Background: an optimization exercise with open tools, aiming at small area, a short achievable clock period and few clock cycles per item. Do not read the settings as production practice.
No functional check of the RTL was part of any run shown here.

### flow/run.sh
#!/bin/bash
# synth_recipe.tcl (not shown) runs the flow's synth.tcl, then flattens the netlist and writes it again
# the make line also repeats each setting of config.mk as NAME=value (left out here)
make -C /OpenROAD-flow-scripts/flow DESIGN_CONFIG=/design/flow/config.mk WORK_HOME=/design/flow/orfs CLKGATE_MAP_FILE= SYNTH_SCRIPT=/design/flow/synth_recipe.tcl finish
### flow/config.mk
export PLATFORM = sky130hd
export DESIGN_NAME = rgb_to_hsv_converter
export DESIGN_NICKNAME = rgb_to_hsv_converter
export VERILOG_FILES = /design/flow/design.v
export SDC_FILE = /design/flow/constraint.sdc
export NUM_CORES = 4
export LEC_CHECK = 0
export ABC_AREA = 1
export CAP_MARGIN = 20
export CORE_MARGIN = 2
export CORE_UTILIZATION = 60
export CTS_CLUSTER_DIAMETER = 80
export CTS_CLUSTER_SIZE = 24
export SETUP_SLACK_MARGIN = 4.0
export SLEW_MARGIN = 20
### flow/constraint.sdc
create_clock -name core_clock -period 7.5 [get_ports {clk_i}]
set_input_delay 1.5000 -clock core_clock [delete_from_list [all_inputs] [get_ports {clk_i}]]
set_output_delay 1.5000 -clock core_clock [all_outputs]
set_load 0.01 [all_outputs]
### flow/design.v
`default_nettype none
module rgb_to_hsv_converter (
  input  wire logic        clk_i,
  input  wire logic        rst_ni,
  input  wire logic        in_valid_i,
  output logic             in_stall_o,
  input  wire logic [23:0] in_word_i,
  output logic             out_valid_o,
  input  wire logic        out_stall_i,
  output logic [30:0]      out_word_o
);
  logic adv;
  logic [23:0] q1_pix;
  logic q1_v;
  logic [7:0] x2_r;
  logic [7:0] x2_g;
  logic [7:0] x2_b;
  logic [8:0] x2_drg;
  logic [8:0] x2_drb;
  logic [8:0] x2_dgb;
  logic [7:0] x2_arg;
  logic [7:0] x2_arb;
  logic [7:0] x2_agb;
  logic [2:0] x2_k;
  logic [7:0] x2_M;
  logic [7:0] x2_D;
  logic [7:0] x2_mag;
  logic [11:0] x2_x;
  logic [7:0] x2_nd;
  assign x2_r = q1_pix[23:16];
  assign x2_g = q1_pix[15:8];
  assign x2_b = q1_pix[7:0];
  assign x2_drg = {1'b0, x2_r} - {1'b0, x2_g};
  assign x2_arg = x2_drg[8] ? x2_g - x2_r : x2_drg[7:0];
  assign x2_drb = {1'b0, x2_r} - {1'b0, x2_b};
  assign x2_arb = x2_drb[8] ? x2_b - x2_r : x2_drb[7:0];
  assign x2_dgb = {1'b0, x2_g} - {1'b0, x2_b};
  assign x2_agb = x2_dgb[8] ? x2_b - x2_g : x2_dgb[7:0];
  always_comb begin
    if (~x2_drg[8] & ~x2_drb[8]) begin
      x2_M = x2_r;
      if (~x2_dgb[8]) begin x2_k = 3'd0; x2_D = x2_arb; x2_mag = x2_agb; end
      else begin x2_k = 3'd5; x2_D = x2_arg; x2_mag = x2_arb; end
    end else if (~x2_dgb[8]) begin
      x2_M = x2_g;
      if (~x2_drb[8]) begin x2_k = 3'd1; x2_D = x2_agb; x2_mag = x2_arg; end
      else begin x2_k = 3'd2; x2_D = x2_arg; x2_mag = x2_arb; end
    end else begin
      x2_M = x2_b;
      if (~x2_drg[8]) begin x2_k = 3'd4; x2_D = x2_agb; x2_mag = x2_arg; end
      else begin x2_k = 3'd3; x2_D = x2_arb; x2_mag = x2_agb; end
    end
  end
  assign x2_x = {x2_mag, 4'd0} - {4'd0, x2_mag};
  assign x2_nd = 8'd0 - x2_D;
  logic [7:0] x2_hr;
  logic [3:0] x2_hn;
  assign x2_hr = x2_x[11:4];
  assign x2_hn = x2_x[3:0];
  logic [2:0] q2_k;
  logic [7:0] q2_M;
  logic [7:0] q2_D;
  logic [7:0] q2_nd;
  logic [7:0] q2_hr;
  logic [3:0] q2_hn;
  logic q2_v;
  logic [8:0] x3_ht;
  logic [8:0] x3_hd;
  logic [7:0] x3_hr;
  assign x3_ht = {q2_hr, q2_hn[3]};
  assign x3_hd = {~(x3_ht >= {1'b0, q2_D}), x3_ht[7:0] - q2_D};
  assign x3_hr = x3_hd[8] ? x3_ht[7:0] : x3_hd[7:0];
  logic x3_hq;
  assign x3_hq = ~x3_hd[8];
  logic [8:0] x4_ht;
  logic [8:0] x4_hd;
  logic [7:0] x4_hr;
  assign x4_ht = {x3_hr, q2_hn[2]};
  assign x4_hd = {~(x4_ht >= {1'b0, q2_D}), x4_ht[7:0] - q2_D};
  assign x4_hr = x4_hd[8] ? x4_ht[7:0] : x4_hd[7:0];
  logic [1:0] x4_hq;
  assign x4_hq = {x3_hq, ~x4_hd[8]};
  logic [2:0] q3_k;
  logic [7:0] q3_M;
  logic [7:0] q3_D;
  logic [7:0] q3_nd;
  logic [7:0] q3_hr;
  logic [3:0] q3_hn;
  logic [1:0] q3_hq;
  logic q3_v;
  logic [8:0] x5_ht;
  logic [8:0] x5_hd;
  logic [7:0] x5_hr;
  assign x5_ht = {q3_hr, q3_hn[1]};
  assign x5_hd = {~(x5_ht >= {1'b0, q3_D}), x5_ht[7:0] - q3_D};
  assign x5_hr = x5_hd[8] ? x5_ht[7:0] : x5_hd[7:0];
  logic [2:0] x5_hq;
  assign x5_hq = {q3_hq, ~x5_hd[8]};
  logic [8:0] x6_ht;
  logic [8:0] x6_hd;
  logic [7:0] x6_hr;
  assign x6_ht = {x5_hr, q3_hn[0]};
  assign x6_hd = {~(x6_ht >= {1'b0, q3_D}), x6_ht[7:0] - q3_D};
  assign x6_hr = x6_hd[8] ? x6_ht[7:0] : x6_hd[7:0];
  logic [3:0] x6_hq;
  assign x6_hq = {x5_hq, ~x6_hd[8]};
  logic [2:0] q4_k;
  logic [7:0] q4_M;
  logic [7:0] q4_D;
  logic [7:0] q4_nd;
  logic [7:0] q4_hr;
  logic [3:0] q4_hq;
  logic q4_v;
  logic [8:0] x7_ht;
  logic [8:0] x7_hd;
  logic [7:0] x7_hr;
  assign x7_ht = {q4_hr, (q4_k[0] & ~q4_nd[7])};
  assign x7_hd = {~(x7_ht >= {1'b0, q4_D}), x7_ht[7:0] - q4_D};
  assign x7_hr = x7_hd[8] ? x7_ht[7:0] : x7_hd[7:0];
  logic [4:0] x7_hq;
  assign x7_hq = {q4_hq, ~x7_hd[8]};
  logic [8:0] x7_st;
  logic [8:0] x7_sd;
  logic [7:0] x7_sr;
  assign x7_st = {~q4_nd, q4_nd[7]};
  assign x7_sd = {~(x7_st >= {1'b0, q4_M}), x7_st[7:0] - q4_M};
  assign x7_sr = x7_sd[8] ? x7_st[7:0] : x7_sd[7:0];
  logic x7_sq;
  assign x7_sq = ~x7_sd[8];
  logic [8:0] x8_ht;
  logic [8:0] x8_hd;
  logic [7:0] x8_hr;
  assign x8_ht = {x7_hr, (q4_k[0] & ~q4_nd[6])};
  assign x8_hd = {~(x8_ht >= {1'b0, q4_D}), x8_ht[7:0] - q4_D};
  assign x8_hr = x8_hd[8] ? x8_ht[7:0] : x8_hd[7:0];
  logic [5:0] x8_hq;
  assign x8_hq = {x7_hq, ~x8_hd[8]};
  logic [8:0] x8_st;
  logic [8:0] x8_sd;
  logic [7:0] x8_sr;
  assign x8_st = {x7_sr, q4_nd[6]};
  assign x8_sd = {~(x8_st >= {1'b0, q4_M}), x8_st[7:0] - q4_M};
  assign x8_sr = x8_sd[8] ? x8_st[7:0] : x8_sd[7:0];
  logic [1:0] x8_sq;
  assign x8_sq = {x7_sq, ~x8_sd[8]};
  logic [2:0] q5_k;
  logic [7:0] q5_M;
  logic [7:0] q5_D;
  logic [7:0] q5_nd;
  logic [7:0] q5_hr;
  logic [5:0] q5_hq;
  logic [7:0] q5_sr;
  logic [1:0] q5_sq;
  logic q5_v;
  logic [8:0] x9_ht;
  logic [8:0] x9_hd;
  logic [7:0] x9_hr;
  assign x9_ht = {q5_hr, (q5_k[0] & ~q5_nd[5])};
  assign x9_hd = {~(x9_ht >= {1'b0, q5_D}), x9_ht[7:0] - q5_D};
  assign x9_hr = x9_hd[8] ? x9_ht[7:0] : x9_hd[7:0];
  logic [6:0] x9_hq;
  assign x9_hq = {q5_hq, ~x9_hd[8]};
  logic [8:0] x9_st;
  logic [8:0] x9_sd;
  logic [7:0] x9_sr;
  assign x9_st = {q5_sr, q5_nd[5]};
  assign x9_sd = {~(x9_st >= {1'b0, q5_M}), x9_st[7:0] - q5_M};
  assign x9_sr = x9_sd[8] ? x9_st[7:0] : x9_sd[7:0];
  logic [2:0] x9_sq;
  assign x9_sq = {q5_sq, ~x9_sd[8]};
  logic [8:0] x10_ht;
  logic [8:0] x10_hd;
  logic [7:0] x10_hr;
  assign x10_ht = {x9_hr, (q5_k[0] & ~q5_nd[4])};
  assign x10_hd = {~(x10_ht >= {1'b0, q5_D}), x10_ht[7:0] - q5_D};
  assign x10_hr = x10_hd[8] ? x10_ht[7:0] : x10_hd[7:0];
  logic [7:0] x10_hq;
  assign x10_hq = {x9_hq, ~x10_hd[8]};
  logic [8:0] x10_st;
  logic [8:0] x10_sd;
  logic [7:0] x10_sr;
  assign x10_st = {x9_sr, q5_nd[4]};
  assign x10_sd = {~(x10_st >= {1'b0, q5_M}), x10_st[7:0] - q5_M};
  assign x10_sr = x10_sd[8] ? x10_st[7:0] : x10_sd[7:0];
  logic [3:0] x10_sq;
  assign x10_sq = {x9_sq, ~x10_sd[8]};
  logic [2:0] q6_k;
  logic [7:0] q6_M;
  logic [7:0] q6_D;
  logic [7:0] q6_nd;
  logic [7:0] q6_hr;
  logic [7:0] q6_hq;
  logic [7:0] q6_sr;
  logic [3:0] q6_sq;
  logic q6_v;
  logic [8:0] x11_ht;
  logic [8:0] x11_hd;
  logic [7:0] x11_hr;
  assign x11_ht = {q6_hr, (q6_k[0] & ~q6_nd[3])};
  assign x11_hd = {~(x11_ht >= {1'b0, q6_D}), x11_ht[7:0] - q6_D};
  assign x11_hr = x11_hd[8] ? x11_ht[7:0] : x11_hd[7:0];
  logic [8:0] x11_hq;
  assign x11_hq = {q6_hq, ~x11_hd[8]};
  logic [8:0] x11_st;
  logic [8:0] x11_sd;
  logic [7:0] x11_sr;
  assign x11_st = {q6_sr, q6_nd[3]};
  assign x11_sd = {~(x11_st >= {1'b0, q6_M}), x11_st[7:0] - q6_M};
  assign x11_sr = x11_sd[8] ? x11_st[7:0] : x11_sd[7:0];
  logic [4:0] x11_sq;
  assign x11_sq = {q6_sq, ~x11_sd[8]};
  logic [8:0] x12_ht;
  logic [8:0] x12_hd;
  logic [7:0] x12_hr;
  assign x12_ht = {x11_hr, (q6_k[0] & ~q6_nd[2])};
  assign x12_hd = {~(x12_ht >= {1'b0, q6_D}), x12_ht[7:0] - q6_D};
  assign x12_hr = x12_hd[8] ? x12_ht[7:0] : x12_hd[7:0];
  logic [9:0] x12_hq;
  assign x12_hq = {x11_hq, ~x12_hd[8]};
  logic [8:0] x12_st;
  logic [8:0] x12_sd;
  logic [7:0] x12_sr;
  assign x12_st = {x11_sr, q6_nd[2]};
  assign x12_sd = {~(x12_st >= {1'b0, q6_M}), x12_st[7:0] - q6_M};
  assign x12_sr = x12_sd[8] ? x12_st[7:0] : x12_sd[7:0];
  logic [5:0] x12_sq;
  assign x12_sq = {x11_sq, ~x12_sd[8]};
  logic [2:0] q7_k;
  logic [7:0] q7_M;
  logic [7:0] q7_D;
  logic [7:0] q7_nd;
  logic [7:0] q7_hr;
  logic [9:0] q7_hq;
  logic [7:0] q7_sr;
  logic [5:0] q7_sq;
  logic q7_v;
  logic [8:0] x13_ht;
  logic [8:0] x13_hd;
  logic [7:0] x13_hr;
  assign x13_ht = {q7_hr, (q7_k[0] & ~q7_nd[1])};
  assign x13_hd = {~(x13_ht >= {1'b0, q7_D}), x13_ht[7:0] - q7_D};
  assign x13_hr = x13_hd[8] ? x13_ht[7:0] : x13_hd[7:0];
  logic [10:0] x13_hq;
  assign x13_hq = {q7_hq, ~x13_hd[8]};
  logic [8:0] x13_st;
  logic [8:0] x13_sd;
  logic [7:0] x13_sr;
  assign x13_st = {q7_sr, q7_nd[1]};
  assign x13_sd = {~(x13_st >= {1'b0, q7_M}), x13_st[7:0] - q7_M};
  assign x13_sr = x13_sd[8] ? x13_st[7:0] : x13_sd[7:0];
  logic [6:0] x13_sq;
  assign x13_sq = {q7_sq, ~x13_sd[8]};
  logic [8:0] x14_ht;
  logic [8:0] x14_hd;
  logic [7:0] x14_hr;
  assign x14_ht = {x13_hr, (q7_k[0] & ~q7_nd[0])};
  assign x14_hd = {~(x14_ht >= {1'b0, q7_D}), x14_ht[7:0] - q7_D};
  assign x14_hr = x14_hd[8] ? x14_ht[7:0] : x14_hd[7:0];
  logic [11:0] x14_hq;
  assign x14_hq = {x13_hq, ~x14_hd[8]};
  logic [8:0] x14_st;
  logic [8:0] x14_sd;
  logic [7:0] x14_sr;
  assign x14_st = {x13_sr, q7_nd[0]};
  assign x14_sd = {~(x14_st >= {1'b0, q7_M}), x14_st[7:0] - q7_M};
  assign x14_sr = x14_sd[8] ? x14_st[7:0] : x14_sd[7:0];
  logic [7:0] x14_sq;
  assign x14_sq = {x13_sq, ~x14_sd[8]};
  logic x14_grey;
  assign x14_grey = (q7_D == 8'd0);
  logic [6:0] x14_hh;
  assign x14_hh = {q7_k, 4'd0} - {4'd0, q7_k} + {3'd0, x14_hq[11:8]};
  logic [7:0] q8_M;
  logic [7:0] q8_sq;
  logic q8_grey;
  logic [6:0] q8_hh;
  logic [7:0] q8_hq8;
  logic q8_v;
  logic [30:0] x15_word;
  assign x15_word = q8_grey ? {23'd0, q8_M} : {q8_hh, q8_hq8, q8_sq, q8_M};
  assign adv        = ~(out_valid_o & out_stall_i);
  assign in_stall_o = ~adv;
  always_ff @(posedge clk_i or negedge rst_ni) begin
    if (!rst_ni) begin
      q1_v <= 1'b0;
      q2_v <= 1'b0;
      q3_v <= 1'b0;
      q4_v <= 1'b0;
      q5_v <= 1'b0;
      q6_v <= 1'b0;
      q7_v <= 1'b0;
      q8_v <= 1'b0;
    end else if (adv) begin
      q1_v <= in_valid_i;
      q2_v <= q1_v;
      q3_v <= q2_v;
      q4_v <= q3_v;
      q5_v <= q4_v;
      q6_v <= q5_v;
      q7_v <= q6_v;
      q8_v <= q7_v;
    end
  end
  always_ff @(posedge clk_i) begin
    if (adv) begin
      q1_pix <= in_word_i;
      q2_k <= x2_k;
      q2_M <= x2_M;
      q2_D <= x2_D;
      q2_nd <= x2_nd;
      q2_hr <= x2_hr;
      q2_hn <= x2_hn;
      q3_k <= q2_k;
      q3_M <= q2_M;
      q3_D <= q2_D;
      q3_nd <= q2_nd;
      q3_hr <= x4_hr;
      q3_hn <= q2_hn;
      q3_hq <= x4_hq;
      q4_k <= q3_k;
      q4_M <= q3_M;
      q4_D <= q3_D;
      q4_nd <= q3_nd;
      q4_hr <= x6_hr;
      q4_hq <= x6_hq;
      q5_k <= q4_k;
      q5_M <= q4_M;
      q5_D <= q4_D;
      q5_nd <= q4_nd;
      q5_hr <= x8_hr;
      q5_hq <= x8_hq;
      q5_sr <= x8_sr;
      q5_sq <= x8_sq;
      q6_k <= q5_k;
      q6_M <= q5_M;
      q6_D <= q5_D;
      q6_nd <= q5_nd;
      q6_hr <= x10_hr;
      q6_hq <= x10_hq;
      q6_sr <= x10_sr;
      q6_sq <= x10_sq;
      q7_k <= q6_k;
      q7_M <= q6_M;
      q7_D <= q6_D;
      q7_nd <= q6_nd;
      q7_hr <= x12_hr;
      q7_hq <= x12_hq;
      q7_sr <= x12_sr;
      q7_sq <= x12_sq;
      q8_M <= q7_M;
      q8_sq <= x14_sq;
      q8_grey <= x14_grey;
      q8_hh <= x14_hh;
      q8_hq8 <= x14_hq[7:0];
    end
  end
  assign out_valid_o = q8_v;
  assign out_word_o  = x15_word;
endmodule
`default_nettype wire
==> metrics.log, run 1 <==
[metrics] Avg Inst Size Synth: between 8 and 9 µm²
[metrics] worst slew pin tran: 1.07 ns
[metrics] sequential cell area: 9810 µm²
[metrics] number of antenna violations at the first check in global routing: 0
[metrics] worst-path fanout max: 7
[metrics] number of buffers added on ports: 60
[metrics] total area of multi-input combinational cells: 13000 µm²
[metrics] wire length of the first global-routing pass: 89700 µm
[metrics] combined area of all synthesized cells: 22000 µm²
[metrics] max FFs per register: 24
[metrics] placeable core region: between 30000 and 40000 µm²
[metrics] final cell area excluding filler cells: 29500 µm²
[metrics] placed wire-length estimate after detailed placement: 35100 µm
[metrics] antenna cells: 0
[metrics] CTS tree: built
[metrics] share of async-settable or async-resettable flops after synthesis: 0.0244
[metrics] synthesized instance count: 2458
[metrics] hold violation total from the final report: 0
[metrics] count of vias placed by the detailed router: 18800
[metrics] Most used DFF post-synth: sky130_fd_sc_hd__edfxtp_1
[metrics] H-tree depth: 1
[metrics] post-route setup TNS: 0 ns
[metrics] count of max-cap constraint violations: 0
[metrics] critical path launch point type: flop
[metrics] RSZ-0062 raised after global routing: true
[metrics] post-synthesis to final-layout area growth: 33.9%
[metrics] worst path required time: ~7.8 ns
[metrics] Wirelength per Cell: 17.6 µm
[metrics] post-detailed-route via-to-cell ratio: 5.55
[metrics] type of element capturing the critical path: flop
[metrics] number of enable flip-flop cells after synthesis: 320
[metrics] post-route fraction of the period consumed by the critical path: 0.519
[metrics] # rows: 70
[metrics] library cell appearing most often on the critical path: sky130_fd_sc_hd__nand2_4
[metrics] Clock Skews: 0.0238 ns
[metrics] cell type of the slowest stage on the worst timing path: sky130_fd_sc_hd__edfxtp_1
[metrics] most used standard cells in the synthesized netlist: sky130_fd_sc_hd__nand2_1 (622), sky130_fd_sc_hd__inv_1 (387), sky130_fd_sc_hd__edfxtp_1 (320), sky130_fd_sc_hd__ha_1 (213), sky130_fd_sc_hd__a21oi_1 (168)
[metrics] headroom to the max-slew limit: 0.287
[metrics] biggest registers after layout: q1_pix (24), q7_hq (10)
[metrics] vias in the first global route: 18400
[metrics] proportion of synthesized chip area in sequential cells: 0.446
[metrics] iteration count of the initial detailed-routing pass: 6
[metrics] fill cell instance count of the final layout: 2163
[metrics] total nets after synthesis: 2724
[metrics] least setup slack across all paths after layout: between 3 and 4 ns
[metrics] root buffer cell: sky130_fd_sc_hd__clkbuf_16
[metrics] number of nets in the final layout: 3168
[metrics] Max stage delay on crit path: between 0.4 and 0.5 ns
[metrics] layout cells sized above 1: 0.336
[metrics] final weighted congestion of routability-driven global placement: 0.919
[metrics] Syn. warnings: 1
[metrics] top cell type's share of synthesized area: 0.437
[metrics] CTS buffer count: 22
[metrics] DRC: 0
[metrics] kind of critical path: reg -> reg
[metrics] iteration-0 DRC count of the detailed router: 1227
[metrics] top register by number of flip-flops: q1_pix
[metrics] Setup Viol. Count Final: 0
[metrics] leading cell type by number of instances after synthesis: sky130_fd_sc_hd__nand2_1
[metrics] insertion delay to the later sink of the worst-skew pair: 0.55 ns
[metrics] total die area: 38200 µm²
[metrics] Die H: 196 µm
[metrics] run status: timing/DRC/antenna clean
[metrics] number of top-level pins: 61
[metrics] clock sink count: roughly 330
[metrics] top cells by area in the synthesized netlist: sky130_fd_sc_hd__edfxtp_1 (44%), sky130_fd_sc_hd__ha_1 (12%), sky130_fd_sc_hd__nand2_1 (11%)
[metrics] maximum buffer depth of the clock tree: 3
[metrics] Min-Delay Path Class: reg -> reg
[metrics] signal arrival time at the worst endpoint: about 4.2 ns
[metrics] distinct cell type count after synthesis: 53
[metrics] FF+latch count, synth: 328
[metrics] clock transition at the register clock pins on the worst setup and hold paths after CTS: 0.09 ns
[metrics] GRT Overall Usage: 0.290
[metrics] maximum number of pins on one net before global-route repair: 195
[metrics] minimum clock period: between 3 and 4 ns
[metrics] Achievable Freq: 257 MHz
[metrics] Setup WS pre-CTS: 2.58 ns
[metrics] max-slew violation total from the final report: 0
[metrics] DIE WIDTH: 196 µm
[metrics] Post-DRT Antenna Nets: 0
[metrics] instance area at placement: 23300 µm²
[metrics] cell taking the most area after synthesis: sky130_fd_sc_hd__edfxtp_1
[metrics] routed wire length: slightly below 60000 µm
[metrics] starting density of the core: 0.605
[metrics] final core utilization: 0.811
[metrics] aggregate global routing overflow: 0
logic make-up after synthesis:
group	count (synthesis)	share of synthesized area
AOI/OAI and AO/OA	335	0.0852
xor gates and xnor gates	125	0.0497
and+or+nand+nor	995	0.196
muxes	1	0.000512
DFF	328	0.446
buffers and inverters	436	0.0789
adders and majority gates	238	0.144
path summary, 6_finish.rpt:
check	end	startpoint	cells after the start	slack (ns)
hold / removal	q4_M[2]	q3_M[2]	0	0.42
hold reg to reg	q4_M[2]	q3_M[2]	0	0.42
setup / recovery	q5_hr[1]	q4_hr[3]	27	3.61
setup reg to reg	q5_hr[1]	q4_hr[3]	27	3.61
min in group asynchronous	q6_v	rst_ni	1	1.22
max in group asynchronous	q3_v	rst_ni	1	6.02
layer usage:
layer / GRT usage / part of all wire / routed length, µm
met1: 0.343 / 0.39 / 23200
met2: 0.540 / 0.52 / 31100
met3: 0.0269 / 0.045 / 2700
met4: 0.122 / 0.042 / 2520
met5: 0 / 0 / 0
stage by stage:
stage / instances / hold WS (ns)
floorplan: 2458 / 0.400
global placement: 2957 / 0.402
finish: 3382 / 0.423
detailed placement: 2957 / 0.405
CTS: 3271 / 0.424
global route: 3382 / 0.428
placed cells by master, fill, tap and decap left out, types with 42 or more instances in the layout:
cell type and n:
sky130_fd_sc_hd__a21oi_2 63, sky130_fd_sc_hd__inv_2 74, sky130_fd_sc_hd__xor2_1 80, sky130_fd_sc_hd__buf_4 343, sky130_fd_sc_hd__nand3_1 72, sky130_fd_sc_hd__o21ai_0 46, sky130_fd_sc_hd__ha_4 72, sky130_fd_sc_hd__clkdlybuf4s50_1 58
sky130_fd_sc_hd__ha_1 129, sky130_fd_sc_hd__nor2_1 146, sky130_fd_sc_hd__inv_1 306, sky130_fd_sc_hd__nand2_1 493, sky130_fd_sc_hd__nand2_4 43, sky130_fd_sc_hd__xnor2_1 42, sky130_fd_sc_hd__edfxtp_1 320, sky130_fd_sc_hd__nand2_2 119
sky130_fd_sc_hd__a21oi_1 94
area by class of cell:
| cell class | instances | area share |
|---|---|---|
| Multi-Input combinational cell | 1706 | 0.442 |
| Inverter | 403 | 0.0545 |
| Clock inverter | 11 | 0.00590 |
| Clock buffer | 25 | 0.0198 |
| Sequential cell | 328 | 0.333 |
| Tap cell | 468 | 0.0199 |
| Timing Repair inverter | 1 | 0.000255 |
| Timing Repair Buffer | 440 | 0.124 |
worst max-delay path: cells and delay by family, from the launching register on:
kind	cells	cell delay, ns
adder cells (fa/ha/maj)	2	0.55
AO/OA/AOI/OAI	5	0.71
AND/OR/NAND/NOR	18	1.77
buffers and inverters	2	0.19
flip-flops	1	0.45
what timing repair did:
action,CTS,global route
endpoints found under the setup margin,110,80
gates cloned,12,3
gates resized for setup,343,279
pin swaps,180,219
buffers inserted,266,108
hold buffers,0,0
==> run 2, diff against run 1 <==
--- a/flow/config.mk
+++ b/flow/config.mk
@@ -9,7 +9,7 @@
 export CAP_MARGIN = 20
 export CORE_MARGIN = 2
 export CORE_UTILIZATION = 60
-export CTS_CLUSTER_DIAMETER = 80
-export CTS_CLUSTER_SIZE = 24
+export CTS_CLUSTER_DIAMETER = 100
+export CTS_CLUSTER_SIZE = 30
 export SETUP_SLACK_MARGIN = 4.0
 export SLEW_MARGIN = 20
==> run 2 against run 1 <==
Critical path type unchanged. Register-to-register slack is essentially flat. Count of clock-buffer cells in the layout shrank 7. Hold slack worse by 0.0054 ns. Still clean. Non-clock buffer count decreased by 2.
==> metrics.log, run 2 <==
[metrics] number of buffers added on ports: 60
[metrics] clock transition at the register clock pins on the worst setup and hold paths after CTS: 0.11 ns
[metrics] post-route setup TNS: 0 ns
[metrics] cell type of the slowest stage on the worst timing path: sky130_fd_sc_hd__edfxtp_1
[metrics] post-route fraction of the period consumed by the critical path: 0.519
[metrics] biggest registers after layout: q1_pix (24), q7_hq (10)
[metrics] iteration-0 DRC count of the detailed router: 1211
[metrics] placed wire-length estimate after detailed placement: 35100 µm
[metrics] number of top-level pins: 61
[metrics] aggregate global routing overflow: 0
[metrics] non-filler cells, final: 3367
[metrics] distinct cell type count after synthesis: 53
[metrics] total die area: between 30000 and 40000 µm²
[metrics] DRC: 0
[metrics] antenna cells: 0
[metrics] top register by number of flip-flops: q1_pix
[metrics] Syn. warnings: 1
[metrics] critical path launch point type: flop
[metrics] Min-Delay Path Class: reg -> reg
[metrics] GRT Overall Usage: 0.290
[metrics] count of vias placed by the detailed router: about 19000
[metrics] headroom to the max-slew limit: 0.303
[metrics] hold bufs inserted after CTS: 0
[metrics] Max stage delay on crit path: 0.45 ns
[metrics] post-detailed-route via-to-cell ratio: 5.53
[metrics] maximum buffer depth of the clock tree: 3
[metrics] clock sink count: 328
[metrics] Most used DFF post-synth: sky130_fd_sc_hd__edfxtp_1
[metrics] number of enable flip-flop cells after synthesis: 320
[metrics] Worst Hold Slack: about 0.42 ns
[metrics] H-tree depth: 1
[metrics] combined area of all synthesized cells: 22000 µm²
[metrics] Achievable Freq: 257 MHz
[metrics] routed wire length: 58700 µm
[metrics] signal arrival time at the worst endpoint: 4.19 ns
[metrics] root buffer cell: sky130_fd_sc_hd__clkbuf_16
[metrics] Clock Skews: between 0.02 and 0.025 ns
[metrics] insertion delay to the later sink of the worst-skew pair: 0.53 ns
[metrics] Cell Count Post-Placement: 2957
[metrics] worst path required time: 7.80 ns
[metrics] most used standard cells in the synthesized netlist: sky130_fd_sc_hd__nand2_1 (622), sky130_fd_sc_hd__inv_1 (387), sky130_fd_sc_hd__edfxtp_1 (320), sky130_fd_sc_hd__ha_1 (213), sky130_fd_sc_hd__a21oi_1 (168)
[metrics] iteration count of the initial detailed-routing pass: 5
[metrics] minimum clock period: 3.89 ns
[metrics] final weighted congestion of routability-driven global placement: 0.919
[metrics] worst slew pin tran: 1.05 ns
[metrics] vias in the first global route: 18300
[metrics] starting density of the core: 0.605
[metrics] worst-path fanout max: 6
[metrics] proportion of synthesized chip area in sequential cells: 0.446
[metrics] leading cell type by number of instances after synthesis: sky130_fd_sc_hd__nand2_1
[metrics] run status: timing/DRC/antenna clean
[metrics] RSZ-0062 raised after global routing: true
[metrics] number of antenna violations at the first check in global routing: 0
[metrics] CTS tree: built
[metrics] max-slew violation total from the final report: 0
[metrics] share of async-settable or async-resettable flops after synthesis: 0.0244
[metrics] placeable core region: 36300 µm²
[metrics] hold violation total from the final report: 0
[metrics] number of nets in the final layout: 3158
[metrics] Avg Inst Size Synth: roughly 9 µm²
[metrics] type of element capturing the critical path: flop
[metrics] top cell type's share of synthesized area: 0.437
[metrics] DIE WIDTH: 196 µm
[metrics] Die H: approximately 200 µm
[metrics] Post-DRT Antenna Nets: 0
[metrics] kind of critical path: reg -> reg
[metrics] max FFs per register: 24
[metrics] FF+latch count, synth: 328
[metrics] Setup Viol. Count Final: 0
[metrics] wire length of the first global-routing pass: a little under 90000 µm
[metrics] synthesized instance count: 2458
[metrics] top cells by area in the synthesized netlist: sky130_fd_sc_hd__edfxtp_1 (44%), sky130_fd_sc_hd__ha_1 (12%), sky130_fd_sc_hd__nand2_1 (11%)
[metrics] cell taking the most area after synthesis: sky130_fd_sc_hd__edfxtp_1
[metrics] most frequent cells in the layout: sky130_fd_sc_hd__nand2_1 (504), sky130_fd_sc_hd__buf_4 (337), sky130_fd_sc_hd__edfxtp_1 (320)
[metrics] post-synthesis to final-layout area growth: 32.2%
[metrics] count of max-cap constraint violations: 0
[metrics] total nets after synthesis: 2724
[metrics] # rows: 70
[metrics] most common cell after layout, fill and taps aside: sky130_fd_sc_hd__nand2_1
[metrics] Wirelength per Cell: 17.4 µm
[metrics] maximum number of pins on one net before global-route repair: between 150 and 200
[metrics] CTS buffer count: 16
[metrics] layout cells sized above 1: 0.324
[run 2: worst paths after layout]
kind	slack, ns	cells after the start	to	start
worst max-delay path	3.61	25	q5_hr[0]	q4_D[2]
max in group asynchronous	5.97	1	q3_v	rst_ni
min in group asynchronous	1.25	1	q7_v	rst_ni
worst min register to register	0.42	0	q3_nd[2]	q2_nd[2]
worst min-delay path	0.42	0	q3_nd[2]	q2_nd[2]
worst max register to register	3.61	25	q5_hr[0]	q4_D[2]
[run 2: through the flow]
step / worst slack (ns) / utilization / cell area (µm²)
after floorplan: 3.96 / - / 22300
after global placement: 2.63 / 0.641 / 23300
after detailed placement: 2.58 / 0.641 / 23300
after CTS: 3.80 / 0.750 / 27300
after global routing: 3.31 / 0.800 / 29100
final: 3.61 / 0.800 / 29100
[run 2: timing repair]
action,4_1_cts,5_1_grt
pin swaps,162,176
cloned,11,1
buffers inserted,261,112
endpoints found under the setup margin,109,80
gates resized for setup,350,249
[run 2: worst max-delay path, delay by kind of cell, from the launching register on]
family	cells	cell delay (ns)
AND/OR/NAND/NOR	13	1.30
adder cells (fa/ha/maj)	2	0.52
buffers and inverters	3	0.41
flip-flops	1	0.45
AO/OA/AOI/OAI	7	0.96
[run 2: cell families (layout without fill, tap and decap cells)]
kind of cell / count (synthesis) / count (layout) / synth area share
fa+ha+maj: 238 / 238 / 0.144
flops: 328 / 328 / 0.446
xor+xnor: 125 / 125 / 0.0497
compound gates: 335 / 336 / 0.0852
simple gates: 995 / 1004 / 0.196
buf+inv: 436 / 867 / 0.0789
mux: 1 / 1 / 0.000512
[run 2: area by class of cell]
class	count	area [µm²]
timing repair buffer	438	3670
timing repair inverter	1	7.51
multi-input combinational	1704	12900
inverter	403	1600
sequential	328	9810
fill	2230	7260
clock buffer	18	429
tap	468	586
clock inverter	7	80.1
[run 2: per-layer routing]
metal,global-route usage,part of all wire
met1,0.339,0.39
met2,0.542,0.52
met3,0.0275,0.045
met4,0.122,0.046
met5,0,0

## re-timing with driven ports
The results above use ideal ports. As a check the final layouts listed here were re-extracted and re-timed, cells and wires unchanged.
Step 1, drivers: a clkbuf_16 drives clk_i and a buf_2 each remaining input, both assumed.
Step 2, shift: input delay + t, output delay - t, t = (earliest + latest rising clock arrival at the registers) / 2. This alone moves slack from input paths to output paths.
Slacks: ideal / step 1 / step 2; pairs: ideal / step 1.
run	t (ns)	setup WS [ns]	hold WS [ns]	slew at the worst register clock pin (ns)	worst slew at a driven data input, ns
run 1	0.597	3.609 / 3.609 / 3.609	0.423 / 0.423 / 0.423	0.09 / 0.09	0.03
run 2	0.574	3.606 / 3.606 / 3.606	0.418 / 0.418 / 0.418	0.11 / 0.11	0.04
After both steps every run listed still meets setup and hold.
